Source: an optimization exercise on an open RTL-to-GDS flow (aim: small area, a short achievable clock period and few clock cycles per item). Production flows keep margins and buffers that such runs may drop.
The RTL was checked by simulation tests, not by an equivalence proof against the original design.
Power figures rest on the tool's default switching activity, not on a simulated workload.

==> run a <==
Design sha1_message_digest, start of the top module:
module sha1_message_digest #(
  parameter int FD = 12           
) (
  input  logic        clk,
  input  logic        rst_n,
  input  logic        in_valid,
  output logic        in_stall,
  input  logic [7:0]  in_data_byte,
  input  logic        in_has_byte,
  input  logic        in_end_of_message,
  output logic        out_valid,
  input  logic        out_stall,
  output logic [31:0] out_digest_word,
  output logic [2:0]  out_word_index,
  output logic        out_final_word
);
make LEC_CHECK=0 ABC_AREA=1 CAP_MARGIN=20 CORE_MARGIN=2 CORE_UTILIZATION=45 PLACE_DENSITY=0.6 SETUP_SLACK_MARGIN=4.5 SLEW_MARGIN=20 finish   # period 7.5 ns
run.sh (not shown) runs the stock make flow with config.mk's settings and CLKGATE_MAP_FILE= SYNTH_SCRIPT=/design/flow/synth_recipe.tcl, a recipe that flattens the netlist after the stock synthesis.
==> run b: changes against run a <==
--- a/flow/design.v
+++ b/flow/design.v
@@ -11,11 +11,11 @@
   function automatic logic [31:0] rotl(input logic [31:0] x, input integer n);
     rotl = (x << n) | (x >> (32 - n));
   endfunction
 endpackage
 module sha1_message_digest #(
-  parameter int FD = 12           
+  parameter int FD = 11           
 ) (
   input  logic        clk,
   input  logic        rst_n,
   input  logic        in_valid,
   output logic        in_stall,
SETUP_SLACK_MARGIN = 4.7   (was 4.5)
==> run c: changes against run a <==
--- a/flow/design.v
+++ b/flow/design.v
@@ -11,11 +11,11 @@
   function automatic logic [31:0] rotl(input logic [31:0] x, input integer n);
     rotl = (x << n) | (x >> (32 - n));
   endfunction
 endpackage
 module sha1_message_digest #(
-  parameter int FD = 12           
+  parameter int FD = 11           
 ) (
   input  logic        clk,
   input  logic        rst_n,
   input  logic        in_valid,
   output logic        in_stall,
==> run d: changes against run a <==
--- a/flow/design.v
+++ b/flow/design.v
@@ -11,11 +11,11 @@
   function automatic logic [31:0] rotl(input logic [31:0] x, input integer n);
     rotl = (x << n) | (x >> (32 - n));
   endfunction
 endpackage
 module sha1_message_digest #(
-  parameter int FD = 12           
+  parameter int FD = 11           
 ) (
   input  logic        clk,
   input  logic        rst_n,
   input  logic        in_valid,
   output logic        in_stall,
CTS_CLUSTER_DIAMETER = 100   (was default)
CTS_CLUSTER_SIZE = 20   (was default)
==> comparison table <==
metric	run b	run c	run a	run d
Outcome	no timing/DRC/antenna violations	no timing/DRC/antenna violations	no timing/DRC/antenna violations	no timing/DRC/antenna violations
Routed wire per std cell	24.0 um	24.0 um	23.6 um	24.2 um
Critical path's most frequent cell	-	buf_6	o21ai_2	buf_6
WP data required	8.01 ns	8.01 ns	8.05 ns	7.97 ns
Number of non-filler instances in the completed layout	7748	7658	7889	7506
Least setup slack across all paths after layout	4.56 ns	4.48 ns	4.54 ns	4.43 ns
Multi-input logic portion of the cell area	27.4%	27.0%	26.9%	28.1%
Leakage	28.1 nW	27.5 nW	27.8 nW	26.1 nW
Power Dens Cells	441 nW/um2	436 nW/um2	430 nW/um2	413 nW/um2
Gates resized, CTS repair	403	178	187	173
Proportion of layout cells with a drive suffix above 1	15.3%	10.9%	9.60%	8.69%
Number of enable flip-flop cells after synthesis	1313	1313	1345	1313
Transition time of the tightest slew-check pin	1.05 ns	1.14 ns	0.993 ns	1.17 ns
Launching element of the worst setup path	rotb_r$_SDFF_PN0_	u[0][1]$_DFFE_PN_	u[0][3]$_DFFE_PN_	u[0][1]$_DFFE_PN_
Maximum ir drop on the vdd rail	0.224 mV	0.256 mV	0.312 mV	0.263 mV
Testbench counts of run a, summed over its fixed seeds: cycles 63,234, bytes 40,857.
Testbench counts of run b, summed over its fixed seeds: cycles 64,204, bytes 40,857.
Testbench counts of run c, summed over its fixed seeds: cycles 64,204, bytes 40,857.
Testbench counts of run d, summed over its fixed seeds: cycles 64,204, bytes 40,857.


==> inputs of 11-14 <==
==> flow/design.v <==
package sha1md_pkg;
  localparam logic [31:0] IV0 = 32'h67452301;
  localparam logic [31:0] IV1 = 32'hefcdab89;
  localparam logic [31:0] IV2 = 32'h98badcfe;
  localparam logic [31:0] IV3 = 32'h10325476;
  localparam logic [31:0] IV4 = 32'hc3d2e1f0;
  localparam logic [31:0] K0 = 32'h5A827999;
  localparam logic [31:0] K1 = 32'h6ED9EBA1;
  localparam logic [31:0] K2 = 32'h8F1BBCDC;
  localparam logic [31:0] K3 = 32'hCA62C1D6;
  function automatic logic [31:0] rotl(input logic [31:0] x, input integer n);
    rotl = (x << n) | (x >> (32 - n));
  endfunction
endpackage
module sha1_message_digest #(
  parameter int FD = 11           
) (
  input  logic        clk,
  input  logic        rst_n,
  input  logic        in_valid,
  output logic        in_stall,
  input  logic [7:0]  in_data_byte,
  input  logic        in_has_byte,
  input  logic        in_end_of_message,
  output logic        out_valid,
  input  logic        out_stall,
  output logic [31:0] out_digest_word,
  output logic [2:0]  out_word_index,
  output logic        out_final_word
);
  localparam logic [1:0] M_MSG  = 2'd0;    
  localparam logic [1:0] M_MARK = 2'd1;    
  localparam logic [1:0] M_PAD  = 2'd2;    
  localparam logic [6:0] S_FADD = 7'd0;
  localparam logic [6:0] S_ADD  = 7'd5;
  localparam logic [6:0] S_STRM = 7'd6;
  localparam logic [6:0] S_LAST = 7'd90;
  logic        ir_v, ir_h, ir_e;
  logic [7:0]  ir_d;
  logic        stall_r;
  logic [1:0]  mode_r;
  logic        mfirst_r;
  logic [1:0]  bcnt_r;
  logic [23:0] acc_r;
  logic [5:0]  pos_r;
  logic [54:0] blk_r;
  logic        hi_done_r;    
  logic [FD-1:0] wp_r, rp_r;   
  logic [4:0]  fcnt_r;
  logic        fempty_r, ffull_r;
  logic [31:0] fifo [FD];
  logic [4:0]  wcnt_r;
  logic        w0_r, w16_r;
  logic [6:0]  s_r;
  logic        f_le4, f_le8, f_le9, f_ge11, f_ge24, f_ge25, f_is4, f_is8, f_is9, f_is90;
  logic signed [4:0] dd_r;
  logic        dd0_r, ddp_r, ddm1_r;
  logic        bfirst_r, bfinal_r, addiv_r;
  logic        obusy_r;
  logic [4:0]  ooh_r;    
  logic        oload_r;  
  logic [31:0] oword_r;
  logic        fch_r, fpar_r, fmaj_r;
  logic [3:0]  ksel_r;    
  logic [4:0]  ak_r;      
  logic        rotb_r;    
  logic [4:0]  ivs_r;     
  logic        rsrot_r;   
  logic [31:0] win  [16];
  logic [31:0] u    [5];
  logic [31:0] ring [5];
  logic [31:0] q_r, r_r;
  function automatic logic [31:0] iv_word(input logic [2:0] k);
    case (k)
      3'd0:    iv_word = sha1md_pkg::IV0;
      3'd1:    iv_word = sha1md_pkg::IV1;
      3'd2:    iv_word = sha1md_pkg::IV2;
      3'd3:    iv_word = sha1md_pkg::IV3;
      default: iv_word = sha1md_pkg::IV4;
    endcase
  endfunction
  logic take, step_go, doadd, blkadd, word_ok, wok_next, msg_mode, byte_src, byte_go, consume;
  logic pad_go, word_go, comp_shift, len_lo_go, byte_ok, wdone, pop, bypass, push;
  logic [31:0] fhead;
  logic [7:0] bval;
  logic [31:0] padw, word_in;
  assign in_stall = stall_r;
  assign take     = in_valid & ~stall_r;
  assign doadd   = f_le4 | (f_le9 & ~bfirst_r);
  assign blkadd  = ~bfirst_r & addiv_r & (obusy_r | oload_r);
  assign step_go = (f_le8 | f_ge25 | dd0_r) & ~(doadd & addiv_r & (obusy_r | oload_r));
  assign word_ok = ~w16_r & (w0_r | ddp_r | (dd0_r & ~(f_is9 & blkadd)));
  assign wok_next = word_ok | f_is90 | (ddm1_r & step_go & ~(f_is8 & blkadd));
  assign msg_mode = (mode_r == M_MSG);
  assign byte_src = msg_mode ? (ir_v & ir_h) : (mode_r == M_MARK);
  assign bval     = msg_mode ? ir_d : (mfirst_r ? 8'h80 : 8'h00);
  assign byte_ok  = (bcnt_r != 2'd3) | ~ffull_r | word_ok;
  assign byte_go  = byte_src & byte_ok;
  assign consume  = msg_mode & ir_v & (~ir_h | byte_ok);
  assign wdone    = byte_go & (bcnt_r == 2'd3);
  assign pop      = ~fempty_r & word_ok;
  assign bypass   = wdone & fempty_r & word_ok;
  assign push     = wdone & ~bypass;
  assign pad_go   = (mode_r == M_PAD) & fempty_r & word_ok;
  assign word_go  = pop | bypass | pad_go;
  assign len_lo_go = pad_go & hi_done_r & (wcnt_r == 5'd15);
  assign comp_shift = step_go & f_ge24;
  always_comb begin
    padw = 32'h0;
    if (wcnt_r == 5'd14) padw = blk_r[54:23];
    if (wcnt_r == 5'd15 && hi_done_r) padw = {blk_r[22:0], pos_r, 3'b000};
    fhead = 32'h0;
    for (int i = 0; i < FD; i++) fhead = fhead | ({32{rp_r[i]}} & fifo[i]);
  end
  assign word_in = pad_go ? padw : (fempty_r ? {acc_r, bval} : fhead);
  logic        ir_v_n, ir_h_n, stall_n;
  logic [1:0]  mode_n, bcnt_n;
  logic [4:0]  wcnt_n;
  logic [6:0]  s_n;
  logic signed [4:0] dd_n;
  logic        bfirst_n, addiv_n, obusy_n;
  logic [4:0]  fcnt_n;
  always_comb begin
    ir_v_n = take | (ir_v & ~consume);
    ir_h_n = take ? in_has_byte : ir_h;
    mode_n = mode_r;
    if (msg_mode && consume && ir_e) mode_n = M_MARK;
    if (mode_r == M_MARK && wdone) mode_n = M_PAD;
    if (len_lo_go) mode_n = M_MSG;
    bcnt_n = bcnt_r + {1'b0, byte_go};
    s_n      = s_r;
    wcnt_n   = wcnt_r + {4'd0, word_go};
    bfirst_n = bfirst_r;
    addiv_n  = addiv_r;
    dd_n     = dd_r;
    if (step_go && !word_go && !ddp_r) dd_n = dd_r + 5'sd1;
    if (!step_go && word_go) dd_n = dd_r - 5'sd1;
    if (step_go) begin
      if (f_is90) begin
        s_n      = bfinal_r ? S_FADD : S_ADD;
        wcnt_n   = 5'd0;
        bfirst_n = bfinal_r;
        addiv_n  = bfirst_r;
        dd_n     = bfinal_r ? -5'sd8 : -5'sd3;
      end else if (f_is4) begin
        s_n  = S_STRM;
        dd_n = dd_r + (word_go ? 5'sd1 : 5'sd2);
      end else begin
        s_n = s_r + 7'd1;
      end
    end
    obusy_n = obusy_r;
    if (obusy_r && !out_stall && ooh_r[4]) obusy_n = 1'b0;
    if (oload_r) obusy_n = 1'b1;
    fcnt_n = fcnt_r + {4'd0, push} - {4'd0, pop};
    if (!rst_n) begin
      s_n      = S_STRM;
      bfirst_n = 1'b1;
      addiv_n  = 1'b0;
    end
    stall_n = ir_v_n & ~((mode_n == M_MSG) & (~ir_h_n | (bcnt_n != 2'd3) | ~ffull_r | wok_next));
  end
  always_ff @(posedge clk) begin
    if (!rst_n) begin
      ir_v     <= 1'b0;
      stall_r  <= 1'b0;
      mode_r   <= M_MSG;
      bcnt_r   <= 2'd0;
      pos_r    <= 6'd0;
      blk_r    <= '0;
      hi_done_r <= 1'b0;
      wp_r     <= FD'(1);
      rp_r     <= FD'(1);
      fcnt_r   <= 5'd0;
      fempty_r <= 1'b1;
      ffull_r  <= 1'b0;
      wcnt_r   <= 5'd0;
      w0_r     <= 1'b1;
      w16_r    <= 1'b0;
      s_r      <= S_STRM;
      f_le4    <= 1'b0;
      f_le8    <= 1'b1;
      f_le9    <= 1'b1;
      f_ge11   <= 1'b0;
      f_ge24   <= 1'b0;
      f_ge25   <= 1'b0;
      f_is4    <= 1'b0;
      f_is8    <= 1'b0;
      f_is9    <= 1'b0;
      f_is90   <= 1'b0;
      dd_r     <= -5'sd2;
      dd0_r    <= 1'b0;
      ddp_r    <= 1'b0;
      ddm1_r   <= 1'b0;
      bfirst_r <= 1'b1;
      bfinal_r <= 1'b0;
      addiv_r  <= 1'b0;
      obusy_r  <= 1'b0;
      oload_r  <= 1'b0;
      ooh_r    <= 5'b00001;
    end else begin
      ir_v     <= ir_v_n;
      stall_r  <= stall_n;
      mode_r   <= mode_n;
      bcnt_r   <= bcnt_n;
      wcnt_r   <= wcnt_n;
      w0_r     <= (wcnt_n == 5'd0);
      w16_r    <= (wcnt_n == 5'd16);
      s_r      <= s_n;
      f_le4    <= (s_n <= 7'd4);
      f_le8    <= (s_n <= 7'd8);
      f_le9    <= (s_n <= 7'd9);
      f_ge11   <= (s_n >= 7'd11);
      f_ge24   <= (s_n >= 7'd24);
      f_ge25   <= (s_n >= 7'd25);
      f_is4    <= (s_n == 7'd4);
      f_is8    <= (s_n == 7'd8);
      f_is9    <= (s_n == 7'd9);
      f_is90   <= (s_n == S_LAST);
      dd_r     <= dd_n;
      dd0_r    <= (dd_n == 5'sd0);
      ddp_r    <= (dd_n > 5'sd0);
      ddm1_r   <= (dd_n == -5'sd1);
      bfirst_r <= bfirst_n;
      addiv_r  <= addiv_n;
      obusy_r  <= obusy_n;
      oload_r  <= step_go & f_is4;
      if (msg_mode && consume && ir_h) begin
        pos_r <= pos_r + 6'd1;
        if (pos_r == 6'd63) blk_r <= blk_r + 55'd1;
      end
      if (len_lo_go) begin
        pos_r    <= 6'd0;
        blk_r    <= '0;
        bfinal_r <= 1'b1;
      end
      if (pad_go && wcnt_r == 5'd14) hi_done_r <= 1'b1;
      if (len_lo_go) hi_done_r <= 1'b0;
      if (step_go && f_is90) bfinal_r <= 1'b0;
      if (push) wp_r <= {wp_r[FD-2:0], wp_r[FD-1]};
      if (pop)  rp_r <= {rp_r[FD-2:0], rp_r[FD-1]};
      fcnt_r   <= fcnt_n;
      fempty_r <= (fcnt_n == 5'd0);
      ffull_r  <= (fcnt_n == 5'(FD));
      if (obusy_r && !out_stall) ooh_r <= {ooh_r[3:0], ooh_r[4]};
      if (oload_r) ooh_r <= 5'b00001;
    end
  end
  always_ff @(posedge clk) begin
    if (take) begin
      ir_d <= in_data_byte;
      ir_h <= in_has_byte;
      ir_e <= in_end_of_message;
    end
    if (msg_mode && consume && ir_e) mfirst_r <= 1'b1;
    else if (byte_go) mfirst_r <= 1'b0;
    if (byte_go) acc_r <= {acc_r[15:0], bval};
    for (int i = 0; i < FD; i++) if (push && wp_r[i]) fifo[i] <= {acc_r, bval};
    fch_r  <= (s_n <= 7'd29);
    fmaj_r <= (s_n >= 7'd50) & (s_n <= 7'd69);
    fpar_r <= ~((s_n <= 7'd29) | ((s_n >= 7'd50) & (s_n <= 7'd69)));
    ksel_r <= (s_n <= 7'd28) ? 4'b0001 : (s_n <= 7'd48) ? 4'b0010 : (s_n <= 7'd68) ? 4'b0100 : 4'b1000;
    for (int j = 0; j < 5; j++)
      ak_r[j] <= addiv_n & ((s_n == 7'(4 - j)) | (s_n == 7'(9 - j)));
    rotb_r  <= (s_n <= 7'd2) | ((s_n >= 7'd5) & (s_n <= 7'd7));
    for (int j = 0; j < 5; j++)
      ivs_r[j] <= bfirst_n & (s_n == 7'(6 + j));
    rsrot_r <= ~bfirst_n & (s_n <= 7'd8);
  end
  logic [31:0] wmix, wnew;
  assign wmix = win[13] ^ win[8] ^ win[2] ^ win[0];
  assign wnew = {wmix[30:0], wmix[31]};
  always_ff @(posedge clk) begin
    if (comp_shift || word_go) begin
      for (int i = 0; i < 15; i++) win[i] <= win[i+1];
      win[15] <= comp_shift ? wnew : word_in;
    end
  end
  logic [31:0] t_val, u1r, u2r, fval, q_nxt, r_nxt, kval;
  assign u1r   = {u[1][1:0], u[1][31:2]};
  assign u2r   = {u[2][1:0], u[2][31:2]};
  assign t_val = {u[0][26:0], u[0][31:27]} + q_r;
  logic [31:0] f1, f0;
  assign f1    = ({32{fch_r}} & u1r) | ({32{fpar_r}} & ~(u1r ^ u2r)) | ({32{fmaj_r}} & (u1r | u2r));
  assign f0    = ({32{fch_r}} & u2r) | ({32{fpar_r}} &  (u1r ^ u2r)) | ({32{fmaj_r}} & (u1r & u2r));
  assign fval  = (u[0] & f1) | (~u[0] & f0);
  assign q_nxt = fval + r_r;
  always_comb begin
    kval = ({32{ksel_r[0]}} & sha1md_pkg::K0) | ({32{ksel_r[1]}} & sha1md_pkg::K1)
         | ({32{ksel_r[2]}} & sha1md_pkg::K2) | ({32{ksel_r[3]}} & sha1md_pkg::K3);
  end
  assign r_nxt = u2r + kval + win[15];
  logic [31:0] add_a, add_b, sum, ivs, rs, strm;
  assign add_a = ({32{~addiv_r}} & ring[0])
               | ({32{ak_r[0]}} & sha1md_pkg::IV0) | ({32{ak_r[1]}} & sha1md_pkg::IV1)
               | ({32{ak_r[2]}} & sha1md_pkg::IV2) | ({32{ak_r[3]}} & sha1md_pkg::IV3)
               | ({32{ak_r[4]}} & sha1md_pkg::IV4);
  assign add_b = rotb_r ? {u[4][1:0], u[4][31:2]} : u[4];
  assign sum   = add_a + add_b;
  assign ivs  = ({32{ivs_r[0]}} & {sha1md_pkg::IV4[29:0], sha1md_pkg::IV4[31:30]})
              | ({32{ivs_r[1]}} & {sha1md_pkg::IV3[29:0], sha1md_pkg::IV3[31:30]})
              | ({32{ivs_r[2]}} & {sha1md_pkg::IV2[29:0], sha1md_pkg::IV2[31:30]})
              | ({32{ivs_r[3]}} & sha1md_pkg::IV1)
              | ({32{ivs_r[4]}} & sha1md_pkg::IV0);
  assign rs   = rsrot_r ? {ring[4][29:0], ring[4][31:30]} : ring[4];
  assign strm = bfirst_r ? ivs : rs;
  always_ff @(posedge clk) begin
    if (step_go) begin
      u[0] <= f_ge11 ? t_val : strm;
      for (int i = 1; i < 5; i++) u[i] <= u[i-1];
      q_r <= q_nxt;
      r_r <= r_nxt;
      if (doadd) begin
        for (int i = 0; i < 4; i++) ring[i] <= ring[i+1];
        ring[4] <= sum;
      end
    end
  end
  assign out_valid      = obusy_r;
  assign out_word_index = {ooh_r[4], ooh_r[3] | ooh_r[2], ooh_r[3] | ooh_r[1]};
  assign out_final_word = ooh_r[4];
  assign out_digest_word = oword_r;
  logic [4:0]  onext;
  logic [31:0] oword_n;
  assign onext   = oload_r ? 5'b00001 : {ooh_r[3:0], 1'b0};
  assign oword_n = ({32{onext[0]}} & ring[4]) | ({32{onext[1]}} & ring[3])
                 | ({32{onext[2]}} & ring[2]) | ({32{onext[3]}} & ring[1])
                 | ({32{onext[4]}} & ring[0]);
  always_ff @(posedge clk) begin
    if (oload_r || (obusy_r && !out_stall && !ooh_r[4])) oword_r <= oword_n;
  end
endmodule
==> flow/run.sh <==
#!/bin/bash
# synth_recipe.tcl (not shown) runs the flow's synth.tcl, then flattens the netlist and writes it again
# the make line also repeats each setting of config.mk as NAME=value (left out here)
make -C /OpenROAD-flow-scripts/flow DESIGN_CONFIG=/design/flow/config.mk WORK_HOME=/design/flow/orfs CLKGATE_MAP_FILE= SYNTH_SCRIPT=/design/flow/synth_recipe.tcl finish
==> flow/config.mk <==
export PLATFORM = sky130hd
export DESIGN_NAME = sha1_message_digest
export DESIGN_NICKNAME = sha1_message_digest
export VERILOG_FILES = /design/flow/design.v
export SDC_FILE = /design/flow/constraint.sdc
export NUM_CORES = 4
export LEC_CHECK = 0
export CAP_MARGIN = 20
export CORE_MARGIN = 2
export CORE_UTILIZATION = 45
export PLACE_DENSITY = 0.6
export SETUP_SLACK_MARGIN = 3.5
export SLEW_MARGIN = 20
==> flow/constraint.sdc <==
create_clock -name core_clock -period 7.5 [get_ports {clk}]
set_input_delay 1.5000 -clock core_clock [delete_from_list [all_inputs] [get_ports {clk}]]
set_output_delay 1.5000 -clock core_clock [all_outputs]
set_load 0.01 [all_outputs]
==> 11-16: changes against 11-14 <==
--- a/flow/config.mk
+++ b/flow/config.mk
@@ -9,5 +9,5 @@
 export CORE_MARGIN = 2
 export CORE_UTILIZATION = 45
 export PLACE_DENSITY = 0.6
-export SETUP_SLACK_MARGIN = 3.5
+export SETUP_SLACK_MARGIN = 4.5
 export SLEW_MARGIN = 20
==> flow_metrics.env <==
export IMPL_status="finished clean"
export IMPL_finalInstanceArea_um2=70200
export IMPL_stdcell_count=6408
export IMPL_r2r_slack_ns=3.56
export IMPL_worstSetupStartpoint="u[2][13]"
export IMPL_diodes=1
export IMPL_grt_use_met3_pct=3.18
export IMPL_finalCoreUtilization_pct=51.6
export IMPL_reg2reg_from="u[2][13]"
Source of the figures above: 11-14

==> flow_metrics.env <==
export IMPL_synthToLayoutAreaGrowth_pct=18.8
export IMPL_fin_setup_tns_ns=0
export IMPL_status="finished clean"
export IMPL_stdcell_count=6592
export IMPL_finalCoreUtilization_pct=54.0
export IMPL_nNonClkInverters=307
export IMPL_maxCapViolations=0
export IMPL_yosys_area_top_type="edfxtp_1"
export IMPL_vias=37800
export IMPL_seq_cell_power_mw=13.8
export IMPL_diodes=0
export IMPL_multi_input_area_share_pct=26.3
export IMPL_worstSetupStartpoint="u[2][9]"
export IMPL_grt_use_met3_pct=3.39
export IMPL_r2r_slack_ns=3.60
export IMPL_reg2reg_from="u[2][9]"
export IMPL_cts_num_sinks=1473
Source of the figures above: 11-16

Testbench counts of 11-14, summed over its fixed seeds: cycles 66,842, bytes 40,857.
Testbench counts of 11-16, summed over its fixed seeds: cycles 66,842, bytes 40,857.

afterwards: timing with drivers on the ports:
The results above use ideal ports. As a check the final layouts listed here were re-extracted and re-timed, cells and wires unchanged. Step 1 assumes that a clkbuf_16 drives the clock port and a buf_2 every other input. Step 2 adds t to the input delays and takes it off the output delays; t is the mean of the earliest and latest rising clock arrival at the registers after step 1. Input paths then give back, and output paths get back, about the clock's delay inside the block. a / b / c = no drivers / after step 1 / after step 2; a / b = the first two.
run | t, ns | setup WS [ns] | latest minus earliest clock arrival (ns) | worst data-port slew with drivers (ns)
run a | 0.864 | 4.544 / 4.469 / 3.909 | 0.072 / 0.072 | 0.04
run b | 0.862 | 4.561 / 4.553 / 4.016 | 0.049 / 0.048 | 0.07
run c | 0.849 | 4.484 / 4.473 / 3.764 | 0.061 / 0.060 | 0.06
run d | 0.801 | 4.434 / 4.434 / 3.893 | 0.055 / 0.056 | 0.06
11-14 | 0.857 | 3.557 / 3.557 / 3.280 | 0.055 / 0.055 | 0.05
11-16 | 0.848 | 3.597 / 3.597 / 3.597 | 0.072 / 0.072 | 0.05
After both steps every run listed still meets setup and hold. For run c, which loses most, drivers alone change the setup slack by -0.011 ns; drivers and shift together by -0.720 ns.
